Source: an optimization exercise on an open RTL-to-GDS flow (aim: small area, a short achievable clock period and few clock cycles per item). Production flows keep margins and buffers that such runs may drop. At most, simulation tests tie the RTL to the original design; equivalence was not proved.

==> inputs of run Z <==
Design battery_compensated_angle_from_adc, start of the top module:
module battery_compensated_angle_from_adc (
    input  wire logic                  clk,
    input  wire logic                  rst_n,
    input  wire logic                  in_valid,
    output logic                       in_ready,
    input  wire logic [7:0]            in_code_byte0,
    input  wire logic [7:0]            in_code_byte1,
    input  wire logic [7:0]            in_code_byte2,
    input  wire logic [bcaa_pkg::BATT_W-1:0]     in_battery_count,
    input  wire logic                  in_zero_request,
    input  wire logic                  cfg_valid,
    output logic                       cfg_ready,
    input  wire logic [bcaa_pkg::CFG_IDX_W-1:0]  cfg_index,
    input  wire logic [bcaa_pkg::CFG_DATA_W-1:0] cfg_data,
    output logic                       out_valid,
    input  wire logic                  out_ready,
    output logic      [bcaa_pkg::ANGLE_W-1:0]    out_angle_q8,
    output logic                       out_denominator_fault,
    output logic                       out_offset_taken
);
    logic [1:0] mode_reg;
    logic [9:0] knee_reg;
    assign cfg_ready = 1'b1;
    always_ff @(posedge clk or negedge rst_n)
        if (!rst_n) begin
            mode_reg <= 2'd2;
            knee_reg <= 10'd796;
  ...
Settings: LEC_CHECK=0, CAP_MARGIN=20, CORE_MARGIN=2, CORE_UTILIZATION=40, SETUP_SLACK_MARGIN=3.75, SLEW_MARGIN=20; clock period 7.5 ns.
run.sh (not shown) runs the stock make flow with config.mk's settings and CLKGATE_MAP_FILE= SYNTH_SCRIPT=/design/flow/synth_recipe.tcl, a recipe that flattens the netlist after the stock synthesis.
==> run K (differences from run Z) <==
--- a/flow/design.v
+++ b/flow/design.v
@@ -8,16 +8,17 @@
 `default_nettype wire
 `default_nettype none
 module bcaa_divider (
     input  wire logic        clk,
     input  wire logic        rst_n,
     input  wire logic        load,        
     input  wire logic [31:0] a_val,       
     input  wire logic [23:0] den,         
+    input  wire logic        ovf,         
     input  wire logic        sgn,         
     input  wire logic        zreq,
     input  wire logic        fault,
     input  wire logic        take,        
     output logic             can_load,
     output logic             can_load_n,  
     output logic             rv,          
     output logic      [17:0] q_x,         
@@ -27,30 +28,27 @@
 );
     localparam int NSTEP = 9;
     logic        dbusy;
     logic [3:0]  dcnt;
     logic [23:0] drem;
     logic [5:0]  dlow;        
     logic [17:0] dquo;        
     logic [23:0] dden;
-    logic        dtop;        
     logic        dovf;        
     logic        dsgn;
     logic        dzreq;
     logic        dfault;
     logic        dstep;
     logic        dfinal;
-    logic        dovf_now;
     logic        dbusy_n;
     logic [3:0]  dcnt_n;
     assign dstep    = dbusy && !(rv && !take);
     assign dfinal   = dbusy && (dcnt == 4'(NSTEP - 1));
     assign can_load = !dbusy || dfinal;
-    assign dovf_now = (dcnt == 4'd0) ? (dtop || (drem >= dden)) : dovf;
     always_comb begin
         dbusy_n = dbusy;
         dcnt_n  = dcnt;
         if (load) begin
             dbusy_n = 1'b1;
             dcnt_n  = '0;
         end else if (dfinal && dstep) begin
             dbusy_n = 1'b0;
@@ -94,29 +92,27 @@
                 rv <= 1'b1;
             else if (take)
                 rv <= 1'b0;
         end
     always_ff @(posedge clk) begin
         if (load) begin
             drem   <= a_val[28:5];
             dlow   <= {a_val[4:0], 1'b0};
-            dtop   <= |a_val[31:29];
+            dovf   <= ovf;
             dden   <= den;
             dsgn   <= sgn;
             dzreq  <= zreq;
             dfault <= fault;
         end else if (dstep) begin
-            if (dcnt == 4'd0)
-                dovf <= dovf_now;
             drem <= rem_next;
             dlow <= {dlow[3:0], 2'b0};
         end
         if (dstep)
-            dquo <= {dquo[15:0], (qdig | {2{dovf_now}}) ^ {2{dsgn}}};
+            dquo <= {dquo[15:0], (qdig | {2{dovf}}) ^ {2{dsgn}}};
         if (dfinal && dstep) begin
             r_sgn   <= dsgn;
             r_zreq  <= dzreq;
             r_fault <= dfault;
         end
     end
     assign q_x = dquo;
 endmodule
@@ -149,24 +145,33 @@
         if (!rst_n) begin
             mode_reg <= 2'd2;
             knee_reg <= 10'd796;
         end else if (cfg_valid) begin
             if (cfg_index == 1'b0) mode_reg <= cfg_data[1:0];
             else                   knee_reg <= cfg_data;
         end
     logic [25:0] k_scale;     
-    logic [25:0] k_negabs;    
+    logic [26:0] k_vpos;      
+    logic [26:0] k_vneg;      
     logic [5:0]  m_mask;      
     always_comb
         case (mode_reg)
-            2'd3:    begin k_scale = 26'd1;  k_negabs = 26'd0;        m_mask = 6'b111111; end
-            2'd2:    begin k_scale = 26'd4;  k_negabs = -26'sd3;      m_mask = 6'b111100; end
-            2'd1:    begin k_scale = 26'd16; k_negabs = -26'sd15;     m_mask = 6'b110000; end
-            default: begin k_scale = 26'd64; k_negabs = -26'sd63;     m_mask = 6'b000000; end
+            2'd3: begin
+                k_scale = 26'd1;  k_vpos = -27'sd20479; k_vneg = 27'd20480; m_mask = 6'b111111;
+            end
+            2'd2: begin
+                k_scale = 26'd4;  k_vpos = -27'sd20476; k_vneg = 27'd20477; m_mask = 6'b111100;
+            end
+            2'd1: begin
+                k_scale = 26'd16; k_vpos = -27'sd20464; k_vneg = 27'd20465; m_mask = 6'b110000;
+            end
+            default: begin
+                k_scale = 26'd64; k_vpos = -27'sd20416; k_vneg = 27'd20417; m_mask = 6'b000000;
+            end
         endcase
     logic [23:0] i_code;      
     logic [9:0]  i_batt;
     logic        i_zreq;
     logic [1:0]  i_pos;       
     logic        iv;
     logic [1:0]  apos;        
     logic        consume;
@@ -235,110 +240,102 @@
             if (i_pos == 2'd3) begin
                 aneg  <= acc_sum[25];
                 azreq <= i_zreq;
             end
         end
         if (hraw)
             hreg <= (19'(hreg[9:0]) << 9) - (19'(hreg[9:0]) << 7) - 19'(hreg[9:0]);
     end
-    logic [25:0] abs_r;
-    logic [22:0] m_val;
+    logic [26:0] abs_r;
+    logic [24:0] v_val;
     always_comb begin
-        abs_r = (acc ^ {26{aneg}}) + (aneg ? k_negabs : k_scale);
-        m_val = abs_r[24:2] & {17'h1FFFF, m_mask};
+        abs_r = {1'b0, acc ^ {26{aneg}}} + (aneg ? k_vneg : k_vpos);
+        v_val = abs_r[26:2] & {19'h7FFFF, m_mask};
     end
-    logic        p_u, p_x15, p_x225;      
+    logic        p_x15, p_x225, p_ovf;    
     logic [31:0] facc;
-    logic [18:0] fden;        
-    logic        fge;         
-    logic [23:0] den;
-    logic        pneg;        
+    logic [23:0] fden;        
     logic        ptneg;       
     logic        pzreq;
     logic        pfault;
-    logic        c_xinv, c_yinv, c_sh4, k_p5120, k_m5120;
+    logic        c_xinv, c_yinv, c_sh4, c_den;
     logic        handoff;
     logic        hturn;       
     logic        can_a, can_b;
     logic        can_a_n, can_b_n;
+    logic        povf;
     logic [31:0] alu_x, alu_y, alu_r;
     always_comb begin
         alu_x = facc ^ {32{c_xinv}};
-        alu_y = ({32{c_sh4}} & ((facc << 4) ^ {32{c_yinv}}))
-              | (k_p5120 ? 32'd5120 : 32'd0) | (k_m5120 ? 32'hFFFFEC00 : 32'd0);
-        alu_r = alu_x + alu_y + 32'(c_sh4);
+        alu_y = ({32{c_sh4}} & ((facc << 4) ^ {32{c_yinv}})) | ({32{c_den}} & ~(32'(fden) << 5));
+        alu_r = alu_x + alu_y + 32'(c_sh4 | c_den);
+        povf  = (|facc[31:29]) || !alu_r[31];
     end
-    assign handoff  = p_x225 && (hturn ? can_b : can_a);
-    assign den      = fge ? 24'd9420800 : ((24'(fden) << 5) + 24'(fden) - 24'd737280);
-    assign abs_fire = acc_full && (!(p_u || p_x15 || p_x225) || handoff);
+    assign handoff  = p_ovf && (hturn ? can_b : can_a);
+    assign abs_fire = acc_full && (!(p_x15 || p_x225 || p_ovf) || handoff);
     always_ff @(posedge clk or negedge rst_n)
         if (!rst_n) begin
-            p_u     <= 1'b0;
             p_x15   <= 1'b0;
             p_x225  <= 1'b0;
+            p_ovf   <= 1'b0;
             c_xinv  <= 1'b0;
             c_yinv  <= 1'b0;
             c_sh4   <= 1'b0;
-            k_p5120 <= 1'b0;
-            k_m5120 <= 1'b0;
+            c_den   <= 1'b0;
             hturn   <= 1'b0;
         end else begin
-            p_u    <= abs_fire;
-            p_x15  <= p_u;
-            p_x225 <= p_x15 || (p_x225 && !handoff);
+            p_x15  <= abs_fire;
+            p_x225 <= p_x15;
+            p_ovf  <= p_x225 || (p_ovf && !handoff);
             if (handoff)
                 hturn <= !hturn;
             if (abs_fire) begin                   
-                c_xinv  <= 1'b0;
-                c_yinv  <= 1'b0;
-                c_sh4   <= 1'b0;
-                k_p5120 <= aneg;
-                k_m5120 <= !aneg;
-            end else if (p_u) begin               
-                c_xinv  <= !alu_r[31];
-                c_yinv  <= alu_r[31];
-                c_sh4   <= 1'b1;
-                k_p5120 <= 1'b0;
-                k_m5120 <= 1'b0;
+                c_xinv <= !abs_r[26];
+                c_yinv <= abs_r[26];
+                c_sh4  <= 1'b1;
+                c_den  <= 1'b0;
             end else if (p_x15) begin             
-                c_xinv  <= 1'b1;
-                c_yinv  <= 1'b0;
-                c_sh4   <= 1'b1;
+                c_xinv <= 1'b1;
+                c_yinv <= 1'b0;
+                c_sh4  <= 1'b1;
+                c_den  <= 1'b0;
+            end else if (p_x225) begin            
+                c_xinv <= 1'b0;
+                c_yinv <= 1'b0;
+                c_sh4  <= 1'b0;
+                c_den  <= 1'b1;
             end
         end
     always_ff @(posedge clk) begin
         if (abs_fire) begin
-            facc   <= 32'(m_val);
-            pneg   <= aneg;
+            facc   <= 32'(signed'(v_val));
+            ptneg  <= aneg | abs_r[26];
             pzreq  <= azreq;
             pfault <= !hge && hlo;
-            fden   <= hreg;
-            fge    <= hge;
-        end else if (p_u || p_x15) begin
+            fden   <= hge ? 24'd9420800 : ((24'(hreg) << 5) + 24'(hreg) - 24'd737280);
+        end else if (p_x15 || p_x225) begin
             facc <= alu_r;
         end
-        if (p_u)
-            ptneg <= pneg | alu_r[31];
     end
     always_ff @(posedge clk or negedge rst_n)
         if (!rst_n) begin
             in_ready_q <= 1'b1;
         end else begin
-            logic       iv_n, acc_full_n, p_u_n, p_x15_n, p_x225_n, hturn_n, handoff_n, abs_fire_n;
+            logic       iv_n, acc_full_n, p_x15_n, p_x225_n, p_ovf_n, hturn_n, handoff_n, abs_fire_n;
             logic [1:0] i_pos_n;
             iv_n       = take || (iv && !consume);
             i_pos_n    = take ? apos : i_pos;
             acc_full_n = (consume && i_pos == 2'd3) || (acc_full && !abs_fire);
-            p_u_n      = abs_fire;
-            p_x15_n    = p_u;
-            p_x225_n   = p_x15 || (p_x225 && !handoff);
+            p_x15_n    = abs_fire;
+            p_x225_n   = p_x15;
+            p_ovf_n    = p_x225 || (p_ovf && !handoff);
             hturn_n    = hturn ^ handoff;
-            handoff_n  = p_x225_n && (hturn_n ? can_b_n : can_a_n);
-            abs_fire_n = acc_full_n && (!(p_u_n || p_x15_n || p_x225_n) || handoff_n);
+            handoff_n  = p_ovf_n && (hturn_n ? can_b_n : can_a_n);
+            abs_fire_n = acc_full_n && (!(p_x15_n || p_x225_n || p_ovf_n) || handoff_n);
             in_ready_q <= !iv_n || (i_pos_n != 2'd0) || !acc_full_n || abs_fire_n;
         end
     logic        rv_a, rv_b;
     logic [17:0] q_a, q_b;
     logic        sg_a, sg_b, zr_a, zr_b, ft_a, ft_b;
     logic        eturn;       
     logic        out_valid_reg;
     logic        out_free;
@@ -346,36 +343,38 @@
     assign out_free = !out_valid_reg || out_ready;
     assign emit_a   = rv_a && out_free && !eturn;
     assign emit_b   = rv_b && out_free && eturn;
     assign emit     = emit_a || emit_b;
     bcaa_divider u_div_a (
         .clk      (clk),
         .rst_n    (rst_n),
         .load     (handoff && !hturn),
-        .a_val    (alu_r),
-        .den      (den),
+        .a_val    (facc),
+        .den      (fden),
+        .ovf      (povf),
         .sgn      (ptneg),
         .zreq     (pzreq),
         .fault    (pfault),
         .take     (emit_a),
         .can_load (can_a),
         .can_load_n (can_a_n),
         .rv       (rv_a),
         .q_x      (q_a),
         .r_sgn    (sg_a),
         .r_zreq   (zr_a),
         .r_fault  (ft_a)
     );
     bcaa_divider u_div_b (
         .clk      (clk),
         .rst_n    (rst_n),
         .load     (handoff && hturn),
-        .a_val    (alu_r),
-        .den      (den),
+        .a_val    (facc),
+        .den      (fden),
+        .ovf      (povf),
         .sgn      (ptneg),
         .zreq     (pzreq),
         .fault    (pfault),
         .take     (emit_b),
         .can_load (can_b),
         .can_load_n (can_b_n),
         .rv       (rv_b),
         .q_x      (q_b),
==> run D (differences from run Z) <==
--- a/flow/design.v
+++ b/flow/design.v
@@ -13,17 +13,16 @@
     input  wire logic        load,        
     input  wire logic [31:0] a_val,       
     input  wire logic [23:0] den,         
     input  wire logic        sgn,         
     input  wire logic        zreq,
     input  wire logic        fault,
     input  wire logic        take,        
     output logic             can_load,
-    output logic             can_load_n,  
     output logic             rv,          
     output logic      [17:0] q_x,         
     output logic             r_sgn,
     output logic             r_zreq,
     output logic             r_fault
 );
     localparam int NSTEP = 9;
     logic        dbusy;
@@ -35,35 +34,20 @@
     logic        dtop;        
     logic        dovf;        
     logic        dsgn;
     logic        dzreq;
     logic        dfault;
     logic        dstep;
     logic        dfinal;
     logic        dovf_now;
-    logic        dbusy_n;
-    logic [3:0]  dcnt_n;
     assign dstep    = dbusy && !(rv && !take);
     assign dfinal   = dbusy && (dcnt == 4'(NSTEP - 1));
     assign can_load = !dbusy || dfinal;
     assign dovf_now = (dcnt == 4'd0) ? (dtop || (drem >= dden)) : dovf;
-    always_comb begin
-        dbusy_n = dbusy;
-        dcnt_n  = dcnt;
-        if (load) begin
-            dbusy_n = 1'b1;
-            dcnt_n  = '0;
-        end else if (dfinal && dstep) begin
-            dbusy_n = 1'b0;
-        end else if (dstep) begin
-            dcnt_n  = dcnt + 1'b1;
-        end
-    end
-    assign can_load_n = !dbusy_n || (dcnt_n == 4'(NSTEP - 1));
     logic [25:0] x4;
     logic [26:0] s1, s2, s3;
     logic [26:0] c3s, c3c;    
     logic        ge1, ge2, ge3;
     logic [23:0] rem_next;
     logic [1:0]  qdig;
     always_comb begin
         x4 = {drem, dlow[5:4]};
@@ -83,18 +67,24 @@
         qdig = {ge2, ge3 | (ge1 & ~ge2)};
     end
     always_ff @(posedge clk or negedge rst_n)
         if (!rst_n) begin
             dbusy <= 1'b0;
             dcnt  <= '0;
             rv    <= 1'b0;
         end else begin
-            dbusy <= dbusy_n;
-            dcnt  <= dcnt_n;
+            if (load) begin
+                dbusy <= 1'b1;
+                dcnt  <= '0;
+            end else if (dfinal && dstep) begin
+                dbusy <= 1'b0;
+            end else if (dstep) begin
+                dcnt  <= dcnt + 1'b1;
+            end
             if (dfinal && dstep)
                 rv <= 1'b1;
             else if (take)
                 rv <= 1'b0;
         end
     always_ff @(posedge clk) begin
         if (load) begin
             drem   <= a_val[28:5];
@@ -176,19 +166,18 @@
     logic [23:0] code_in;
     always_comb
         case (mode_reg)
             2'd3:    code_in = {in_code_byte0, in_code_byte1, in_code_byte2};
             2'd2:    code_in = {{6{in_code_byte0[7]}}, in_code_byte0, in_code_byte1, 2'b0};
             2'd1:    code_in = {{4{in_code_byte0[7]}}, in_code_byte0, in_code_byte1, 4'b0};
             default: code_in = {{2{in_code_byte0[7]}}, in_code_byte0, in_code_byte1, 6'b0};
         endcase
-    logic        in_ready_q;
     assign consume  = iv && ((i_pos != 2'd0) || !acc_full || abs_fire);
-    assign in_ready = in_ready_q;        
+    assign in_ready = !iv || consume;
     assign take     = in_valid && in_ready;
     always_ff @(posedge clk or negedge rst_n)
         if (!rst_n) begin
             iv   <= 1'b0;
             apos <= 2'd0;
         end else begin
             if (take) begin
                 iv   <= 1'b1;
@@ -243,37 +232,33 @@
     logic [25:0] abs_r;
     logic [22:0] m_val;
     always_comb begin
         abs_r = (acc ^ {26{aneg}}) + (aneg ? k_negabs : k_scale);
         m_val = abs_r[24:2] & {17'h1FFFF, m_mask};
     end
     logic        p_u, p_x15, p_x225;      
     logic [31:0] facc;
-    logic [18:0] fden;        
-    logic        fge;         
-    logic [23:0] den;
+    logic [23:0] fden;
     logic        pneg;        
     logic        ptneg;       
     logic        pzreq;
     logic        pfault;
     logic        c_xinv, c_yinv, c_sh4, k_p5120, k_m5120;
     logic        handoff;
     logic        hturn;       
     logic        can_a, can_b;
-    logic        can_a_n, can_b_n;
     logic [31:0] alu_x, alu_y, alu_r;
     always_comb begin
         alu_x = facc ^ {32{c_xinv}};
         alu_y = ({32{c_sh4}} & ((facc << 4) ^ {32{c_yinv}}))
               | (k_p5120 ? 32'd5120 : 32'd0) | (k_m5120 ? 32'hFFFFEC00 : 32'd0);
         alu_r = alu_x + alu_y + 32'(c_sh4);
     end
     assign handoff  = p_x225 && (hturn ? can_b : can_a);
-    assign den      = fge ? 24'd9420800 : ((24'(fden) << 5) + 24'(fden) - 24'd737280);
     assign abs_fire = acc_full && (!(p_u || p_x15 || p_x225) || handoff);
     always_ff @(posedge clk or negedge rst_n)
         if (!rst_n) begin
             p_u     <= 1'b0;
             p_x15   <= 1'b0;
             p_x225  <= 1'b0;
             c_xinv  <= 1'b0;
             c_yinv  <= 1'b0;
@@ -306,82 +291,62 @@
             end
         end
     always_ff @(posedge clk) begin
         if (abs_fire) begin
             facc   <= 32'(m_val);
             pneg   <= aneg;
             pzreq  <= azreq;
             pfault <= !hge && hlo;
-            fden   <= hreg;
-            fge    <= hge;
+            fden   <= hge ? 24'd9420800 : ((24'(hreg) << 5) + 24'(hreg) - 24'd737280);
         end else if (p_u || p_x15) begin
             facc <= alu_r;
         end
         if (p_u)
             ptneg <= pneg | alu_r[31];
     end
-    always_ff @(posedge clk or negedge rst_n)
-        if (!rst_n) begin
-            in_ready_q <= 1'b1;
-        end else begin
-            logic       iv_n, acc_full_n, p_u_n, p_x15_n, p_x225_n, hturn_n, handoff_n, abs_fire_n;
-            logic [1:0] i_pos_n;
-            iv_n       = take || (iv && !consume);
-            i_pos_n    = take ? apos : i_pos;
-            acc_full_n = (consume && i_pos == 2'd3) || (acc_full && !abs_fire);
-            p_u_n      = abs_fire;
-            p_x15_n    = p_u;
-            p_x225_n   = p_x15 || (p_x225 && !handoff);
-            hturn_n    = hturn ^ handoff;
-            handoff_n  = p_x225_n && (hturn_n ? can_b_n : can_a_n);
-            abs_fire_n = acc_full_n && (!(p_u_n || p_x15_n || p_x225_n) || handoff_n);
-            in_ready_q <= !iv_n || (i_pos_n != 2'd0) || !acc_full_n || abs_fire_n;
-        end
     logic        rv_a, rv_b;
     logic [17:0] q_a, q_b;
     logic        sg_a, sg_b, zr_a, zr_b, ft_a, ft_b;
     logic        eturn;       
     logic        out_valid_reg;
     logic        out_free;
     logic        emit_a, emit_b, emit;
     assign out_free = !out_valid_reg || out_ready;
     assign emit_a   = rv_a && out_free && !eturn;
     assign emit_b   = rv_b && out_free && eturn;
     assign emit     = emit_a || emit_b;
     bcaa_divider u_div_a (
         .clk      (clk),
         .rst_n    (rst_n),
         .load     (handoff && !hturn),
         .a_val    (alu_r),
-        .den      (den),
+        .den      (fden),
         .sgn      (ptneg),
         .zreq     (pzreq),
         .fault    (pfault),
         .take     (emit_a),
         .can_load (can_a),
-        .can_load_n (can_a_n),
         .rv       (rv_a),
         .q_x      (q_a),
         .r_sgn    (sg_a),
         .r_zreq   (zr_a),
         .r_fault  (ft_a)
     );
     bcaa_divider u_div_b (
         .clk      (clk),
         .rst_n    (rst_n),
         .load     (handoff && hturn),
         .a_val    (alu_r),
-        .den      (den),
+        .den      (fden),
         .sgn      (ptneg),
         .zreq     (pzreq),
         .fault    (pfault),
         .take     (emit_b),
         .can_load (can_b),
-        .can_load_n (can_b_n),
         .rv       (rv_b),
         .q_x      (q_b),
         .r_sgn    (sg_b),
         .r_zreq   (zr_b),
         .r_fault  (ft_b)
     );
     logic [17:0] rq;          
     logic        rsgn;
CORE_UTILIZATION = 60   (was 40)
SETUP_SLACK_MARGIN = 4.0   (was 3.75)
==> qor summary <==
metric	run D	run Z	run K
Depth of the worst register-to-register path	14	14	18
Worst setup slack after placement	2.94 ns	2.77 ns	2.47 ns
Result of the run	complete, no violations	complete, no violations	complete, no violations
Number of nets in the layout	4121	4014	3893
Layout-stage area growth over the synthesis result	23.2%	18.9%	18.7%
Synth Instances	3338	3338	3282
Share of Yosys cell area claimed by the top area cell type	0.289	0.288	0.303
Number of clock buffers in the layout	60	58	63
Met1 global-route usage	0.436	0.284	0.279
Final Core Density	0.747	0.481	0.480
Skew final	0.0356 ns	0.0523 ns	0.0268 ns
Fraction of the mapped netlist area in compound gates	0.198	0.199	0.196
Number of buffers created by CTS	44	46	46
Met1 Routed Length	39600 µm	40500 µm	39500 µm
DIE WIDTH	237 µm	287 µm	284 µm
Testbench counts of run K, summed over its fixed seeds: cycles 7,320, items 1,600.
Testbench counts of run D, summed over its fixed seeds: cycles 7,320, items 1,600.
The RTL of run Z was laid out without a check of its function.

-- afterwards: timing with drivers on the ports --
How much do the figures lean on ideal ports? The routed layouts below were timed once more, with nothing changed but the port constraints.
Step 1 (the two cells are an assumption about what drives the block):
set clk [get_ports {clk}]
set_driving_cell -lib_cell sky130_fd_sc_hd__clkbuf_16 $clk
set_driving_cell -lib_cell sky130_fd_sc_hd__buf_2 [delete_from_list [all_inputs] $clk]
Step 2, shift: input delay + t, output delay - t, t = (earliest + latest rising clock arrival at the registers) / 2. This alone moves slack from input paths to output paths.
Three values: ideal, step 1, step 2; two values: the first two.
| run | shift t [ns] | setup WS [ns] | worst setup path at the end | worst register clock-pin slew, ns | pins driven straight from the clock port |
|---|---|---|---|---|---|
| run Z | 0.649 | 3.579 / 3.579 / 3.369 | input to register | 0.06 / 0.06 | 1 |
| run K | 0.659 | 3.534 / 3.534 / 3.420 | input to register | 0.07 / 0.07 | 1 |
| run D | 0.635 | 3.479 / 3.417 / 3.501 | input to register | 0.07 / 0.07 | 1 |
After both steps setup and hold are still met in every run listed. For run Z, which loses most, drivers alone change the setup slack by 0.000 ns; drivers and shift together by -0.210 ns.
